This design comes from an exercise in tuning for small area on the open sky130 flow, not from production work.
The RTL was checked by simulation tests, not by an equivalence proof against the original design.
Power is estimated from default activity; no workload was simulated.

==> design.v <==
package regfile_pkg;
  typedef enum logic [1:0] {
    IDLE  = 2'd0,
    SWEEP = 2'd1,
    DONE  = 2'd2
  } clr_state_e;
endpackage
module regfile_clr_seq
#(
  parameter int DEPTH = 32,
  parameter int AW    = $clog2(DEPTH)
) (
  input  logic          clk_i,
  input  logic          r_i,
  input  logic          clr_req_i,
  output logic [AW-1:0] index_o,
  output logic          sweep_we_o,
  output logic          clr_busy_o,
  output logic          clr_done_o
);
  localparam logic [AW-1:0] LAST = AW'(DEPTH - 1);
  regfile_pkg::clr_state_e    state_q, state_d;
  logic [AW-1:0] index_q, index_d;
  always_ff @(posedge clk_i) begin
    if (r_i) begin
      state_q <= regfile_pkg::IDLE;
      index_q <= '0;
    end else begin
      state_q <= state_d;
      index_q <= index_d;
    end
  end
  always_comb begin
    state_d = state_q;
    index_d = index_q;
    case (state_q)
      regfile_pkg::IDLE: begin
        if (clr_req_i) begin
          state_d = regfile_pkg::SWEEP;
          index_d = '0;
        end
      end
      regfile_pkg::SWEEP: begin
        index_d = index_q + AW'(1);
        if (index_q == LAST) begin
          state_d = regfile_pkg::DONE;
          index_d = '0;
        end
      end
      regfile_pkg::DONE:    state_d = regfile_pkg::IDLE;
      default: state_d = regfile_pkg::IDLE;
    endcase
  end
  assign index_o    = index_q;
  assign sweep_we_o = (state_q == regfile_pkg::SWEEP);
  assign clr_busy_o = (state_q != regfile_pkg::IDLE);
  assign clr_done_o = (state_q == regfile_pkg::DONE);
endmodule
module param_register_file
#(
  parameter int N        = 32,
  parameter int DEPTH    = 32,
  parameter int ZERO_REG = 1,
  localparam int AW      = $clog2(DEPTH)
) (
  input  logic          Clk,
  input  logic          R,
  input  logic          En,
  input  logic [AW-1:0] WAddr,
  input  logic [N-1:0]  D,
  input  logic [AW-1:0] RAddrA,
  input  logic [AW-1:0] RAddrB,
  input  logic          ClrReq,
  output logic [N-1:0]  QA,
  output logic [N-1:0]  QB,
  output logic          ClrBusy,
  output logic          ClrDone
);
  localparam int LO = (ZERO_REG != 0) ? 1 : 0;
  logic [N-1:0]  mem_q [DEPTH];
  logic [AW-1:0] ra_q, rb_q;
  logic [AW-1:0] sweep_idx;
  logic          sweep_we;
  regfile_clr_seq #(
    .DEPTH (DEPTH),
    .AW    (AW)
  ) u_clr_seq (
    .clk_i      (Clk),
    .r_i        (R),
    .clr_req_i  (ClrReq),
    .index_o    (sweep_idx),
    .sweep_we_o (sweep_we),
    .clr_busy_o (ClrBusy),
    .clr_done_o (ClrDone)
  );
  always_ff @(posedge Clk) begin
    ra_q <= RAddrA;
    rb_q <= RAddrB;
  end
  logic          user_we;
  logic          upd_act;
  logic [AW-1:0] upd_addr;
  logic [N-1:0]  wdata;
  assign user_we  = En && !ClrBusy;
  assign upd_act  = user_we || sweep_we;
  assign upd_addr = ClrBusy ? sweep_idx : WAddr;
  assign wdata    = (R || ClrBusy) ? '0 : D;
  for (genvar i = 0; i < DEPTH; i++) begin : g_ent
    if (i < LO) begin : g_zero
      assign mem_q[i] = '0;
    end else begin : g_reg
      logic we;
      assign we = R || (upd_act && (upd_addr == AW'(i)));
      always_ff @(posedge Clk) begin
        if (we) mem_q[i] <= wdata;
      end
    end
  end
  logic [DEPTH-1:0] sel_a, sel_b;
  always_comb begin
    for (int i = 0; i < DEPTH; i++) begin
      sel_a[i] = (ra_q == AW'(i));
      sel_b[i] = (rb_q == AW'(i));
    end
  end
  for (genvar b = 0; b < N; b++) begin : g_bit
    logic [DEPTH-LO-1:0] col;
    for (genvar i = LO; i < DEPTH; i++) begin : g_col
      assign col[i-LO] = mem_q[i][b];
    end
    regfile_rd_or #(.NE(DEPTH-LO)) u_rd_a (.d_i(col), .sel_i(sel_a[DEPTH-1:LO]), .q_o(QA[b]));
    regfile_rd_or #(.NE(DEPTH-LO)) u_rd_b (.d_i(col), .sel_i(sel_b[DEPTH-1:LO]), .q_o(QB[b]));
  end
endmodule
module regfile_rd_or
#(
  parameter int NE = 31
) (
  input  logic [NE-1:0] d_i,
  input  logic [NE-1:0] sel_i,
  output logic          q_o
);
  localparam int NG = NE / 3;
  localparam int NR = NE - 3 * NG;
  logic [NG-1:0] grp_n;
  logic          rest;
  for (genvar g = 0; g < NG; g++) begin : g_grp
    regfile_aoi222 u_aoi (.d_i(d_i[3*g +: 3]), .s_i(sel_i[3*g +: 3]), .y_no(grp_n[g]));
  end
  if (NR > 0) begin : g_rest
    assign rest = |(d_i[NE-1 -: NR] & sel_i[NE-1 -: NR]);
  end else begin : g_norest
    assign rest = 1'b0;
  end
  assign q_o = ~&grp_n | rest;
endmodule
module regfile_aoi222 (
  input  logic [2:0] d_i,
  input  logic [2:0] s_i,
  output logic       y_no
);
  assign y_no = ~|(d_i & s_i);
endmodule
==> flow/run.sh <==
#!/bin/bash
# The standard layout with two changes: the port buffers are buf_1 cells
# instead of the slow clkdlybuf4s50_1 cells buffer_ports picks by default
# (every input and output port still gets its own buffer), and global routing
# runs the resizer's power recovery, which downsizes gates on paths with slack.
set -euo pipefail
bash standard.sh "BUFFER_PORTS_ARGS=-buffer_cell sky130_fd_sc_hd__buf_1" RECOVER_POWER=100 finish > standard_flow.log 2>&1
==> standard.sh <==
#!/bin/bash
# synth_recipe.tcl (not shown) runs the flow's synth.tcl, then flattens the netlist and writes it again
# the make line also repeats each setting of config.mk as NAME=value (left out here)
make -C /OpenROAD-flow-scripts/flow DESIGN_CONFIG=/design/flow/config.mk WORK_HOME=/design/flow/orfs CLKGATE_MAP_FILE= SYNTH_SCRIPT=/design/flow/synth_recipe.tcl "${@:-finish}"
==> config.mk <==
export PLATFORM = sky130hd
export DESIGN_NAME = param_register_file
export DESIGN_NICKNAME = param_register_file
export VERILOG_FILES = /design/flow/design.v
export SDC_FILE = /design/flow/constraint.sdc
export NUM_CORES = 4
export LEC_CHECK = 0
export CAP_MARGIN = 20
export CORE_MARGIN = 2
export CORE_UTILIZATION = 70
export CTS_CLUSTER_DIAMETER = 80
export CTS_CLUSTER_SIZE = 25
export PLACE_DENSITY = 0.8
export SLEW_MARGIN = 20
export SYNTH_HIERARCHICAL = 1
export SYNTH_MINIMUM_KEEP_SIZE = 0
==> constraint.sdc <==
create_clock -name core_clock -period 6.0 [get_ports {Clk}]
set_input_delay 1.2000 -clock core_clock [delete_from_list [all_inputs] [get_ports {Clk}]]
set_output_delay 1.2000 -clock core_clock [all_outputs]
set_load 0.01 [all_outputs]
==> impl_results.md <==
* EDFF count, synth at 992
* Vias per cell at 9.61
* Max incr delay on CP at 1.27 ns
* H-tree depth at 2
* Highest clock rate at 175 MHz
* # DRC at 0
* Ports at 117
* Slew HR at -155%
* Pre-CTS setup slack at 1.69 ns
* CP delay by family, top: simple AND/OR/NAND/NOR gates
* Internal power at 10.1 mW
* Slowest stage cell on the critical path: nor2_2
* Antenna-violating nets left at 0
* Fin nets at 2,441
* RSZ-0062 raised after global routing: false
* Synthesized area per cell at 18.5 sq um
* Synth top area share at 75.1%
* Reg2Reg Setup Slack at 0.53 ns
* Hpwl dp at 83.7 mm
* Layout Skew at 0.0383 ns
* Syn_nets at 2,191
* Final TNS setup at 0 ns
* Bufs on Longest Clock Path at 3
* Hold EP: u_clr_seq.index_q[4]
* Root Driver: clkbuf_16
* Crit-path max FO at 17
* Layout cells sized above 1 at 8.20%
* WP data required at 4.80 ns
* Area grow syn2layout at 9.94%
* CTS Buf Count at 46
* Final Setup Violations at 0
* Area contributors post-synth: edfxtp_1 75%, a222oi_1 16%, nand4_1 2.0%, a2111o_1 1.8%, dfxtp_1 0.86%
* Global route overflow at 0
* Synth async-reset ratio at 0%
* Core area at 56,200 sq um
* Cell Area, Synth at 39,600 sq um
* P_sw at 3.28 mW
* GRT Util Overall at 49.5%
* Maxcap violations at 67
* Die H at 242 um
* Final hold violations at 0
* Crit path kind: flip-flop to output pin
* Vias at 30.5k
* Vias in the first global route at 29.6k
* Reg2reg end: mem_q[31][18]
* Combinational Power Share at 8.3%
* Post CTS Setup Buffer Count at 0
* Synth Register Bits at 1,009
* Worst EP arrival at 4.51 ns
* Drt total wl at 148 mm
* Max IR drop VDD at 239 uV
* Hold_buf cts at 0
* Die Width at 242 um
* Antenna violations before repair at 3
* First drt pass iteration count at 17
* Row cnt at 87
* CP cell instances: nand3b_1 > nor2_2 > buf_4 > a222oi_1 > nand4_1 > a2111o_1 > buf_1
* Die area at 58,600 sq um
* Synth warn at 9
* Worst hold path class: flip-flop to flip-flop
* Pwr/cell area at 306 nW/um^2
* Main synth FF type: edfxtp_1
* Leakage at 14.4 nW
* Crit path time final at 5.71 ns
* Synth top cells by count: 992 x edfxtp_1, 640 x a222oi_1, 128 x nand4_1, 76 x nand2_1, 64 x a2111o_1
* Footprint of the multi-input gates at 9970 sq um
* # clock sinks at 1,009
* Status: complete, but fails checks
* DR WL/cell at 46.7 um
* Worst reg-to-reg path cell count at 7
* First-pass GRT wire length at 205 mm
* Largest net degree at the start of global routing at 33
* Violated layout checks: max-capacitance violations, max-slew violations
* Reg area at 30,100 sq um
* Worst setup SP type: flip-flop
* HP Start: u_clr_seq.index_q[4]
* Cell depth of the worst setup path at 7
* Fin crit share at 95.1%
* FF-to-FF Start: u_clr_seq.state_q[1]
* CP Capture Type: output pin
* Starting Density at 70.6%
* Fill count at 3,151
* Worst slew pin tran at 3.82 ns
* Post-synth cell types at 40
* Worst Path Buf+Inv at 2
* Setup ws final at 0.294 ns
* Sequential Power Share at 64.6%
* Worst-path clk slew at 0.10 ns
* Post_cts resized at 0
* Largest area contributor in the netlist: edfxtp_1
* Slew Viols, Final at 1,751
* CTS tree: yes
* Post-synthesis sequential area ratio at 76.0%
* Port Buffers at 116
* Worst-Skew Late Latency at 0.65 ns
* Final GP Congestion at 0.971
* Mapped Cells at 2,138
* WHS Path Cells at 2
* Switching share of power at 24.6%
* Clk pwr share at 27.1%
* Initial DRC Count at 10.1k
* Most common cell in the netlist: edfxtp_1
==> per-layer routing <==
layer / GRT usage, % / part of all wire, % / vias up
met2: 67.6 / 40 / 4231
met1: 62.5 / 28 / 14200
li1: - / - / 11100
met4: 33.1 / 9.1 / 9
met5: 1.80 / 0.11 / -
met3: 24.8 / 23 / 928
==> worst reg2reg max path: stages, from the launching register on <==
cell	delay (ns)
dfxtp_1	0.44
nor2_1	0.10
inv_1	0.47
nand3_1	0.14
o21a_1	0.15
clkbuf_1	0.44
o31ai_1	1.21
clkbuf_1	2.04
==> power by group through the flow <==
stage	clock network (mW)	logic, mW	registers, mW
2_1_floorplan	0	0.504	8.65
3_3_place_gp	0	1.04	8.67
3_5_place_dp	0	1.07	8.72
4_1_cts	3.55	1.07	8.56
5_1_grt	3.79	1.10	8.65
6_report	3.61	1.11	8.61
==> sequential cells by signal (all words and copies together), names as in the netlist <==
signal,count
rb_q,5
mem_q,992
u_clr_seq.state_q,2
u_clr_seq.index_q,5
ra_q,5
==> logic make-up after synthesis <==
group	share of synthesized area, %
buf+inv	0.334
compound gates	19.0
fa+ha+maj	0.0631
flops	76.0
simple gates	4.59
==> worst max-delay path by stage <==
| stage | startpoint | to | slack [ns] |
|---|---|---|---|
| after global placement | rb_q[2] | QB[19] | 1.81 |
| after global routing | ra_q[0] | QA[31] | 0.42 |
| after floorplan | WAddr[4] | mem_q[4][0] | 1.31 |
| after detailed placement | rb_q[2] | QB[4] | 1.69 |
| final | rb_q[0] | QB[31] | 0.29 |
| after CTS | rb_q[2] | QB[4] | 0.95 |
==> cell usage in the layout (no fill, tap or decap), types with 3 or more instances in the layout <==
master / Yosys / final
edfxtp_1: 992 / 992
a222oi_1: 640 / 640
nand4_1: 128 / 128
buf_1: 0 / 116
nand2_1: 76 / 76
clkbuf_1: 16 / 68
a2111o_1: 64 / 64
buf_4: 0 / 54
clkbuf_16: 0 / 47
nor2_4: 0 / 38
and2_0: 0 / 32
nor3_2: 0 / 18
nor2_1: 58 / 17
o31ai_1: 30 / 17
dfxtp_1: 17 / 17
o31ai_4: 0 / 14
nand2b_1: 9 / 9
inv_1: 6 / 5
diode_2: 0 / 4
nand3b_1: 4 / 4
nand3_1: 4 / 4
nor2_2: 1 / 4
or3_1: 4 / 4
a21oi_1: 4 / 4
buf_16: 0 / 4
buf_12: 0 / 4
and3b_1: 3 / 3
==> per-module statistics from Yosys (local to each module, per instance), excerpt <==
module | copies in the design | cells
param_register_file | 1 | 1208
regfile_aoi222 | 640 | 1
==> through the flow <==
stage / cells / power, mW / area [sq um] / hold WS, ns / util, %
3_3_place_gp: 3087 / 9.71 / 42500 / 0.551 / 75.7
3_5_place_dp: 3091 / 9.79 / 42600 / 0.568 / 75.8
4_1_cts: 3167 / 13.2 / 43900 / 0.589 / 78.2
2_1_floorplan: 2138 / 9.15 / 39600 / 0.515 / -
5_1_grt: 3172 / 13.5 / 43600 / 0.653 / 77.6
6_report: 3176 / 13.3 / 43600 / 0.595 / 77.6
==> cell type report <==
| cell class | instances | area share [%] |
|---|---|---|
| diodes | 4 | 0.0230 |
| flip-flops and latches | 1009 | 69.1 |
| clock buffers | 73 | 2.95 |
| repair buffers | 223 | 2.76 |
| multi-input cells | 1102 | 22.9 |
| clock inverters | 3 | 0.0689 |
| well taps | 756 | 2.17 |
| inverters | 6 | 0.0517 |

==> port drivers added, routing unchanged <==
No port has a modelled driver above. Below, the same layout with a new extraction and two added sets of constraints. Step 1 assumes that a clkbuf_16 drives the clock port and a buf_2 every other input. Step 2 adds t to the input delays and takes it off the output delays; t is the mean of the earliest and latest rising clock arrival at the registers after step 1. Input paths then give back, and output paths get back, about the clock's delay inside the block. Slacks: ideal / step 1 / step 2; pairs: ideal / step 1.
t, ns: 0.696
setup slack, ns: 0.294 / 0.232 / 0.265
hold WS [ns]: 0.595 / 0.595 / 0.595
pins driven straight from the clock port: 1
For this run, drivers alone change the setup slack by -0.062 ns; drivers and shift together by -0.029 ns.
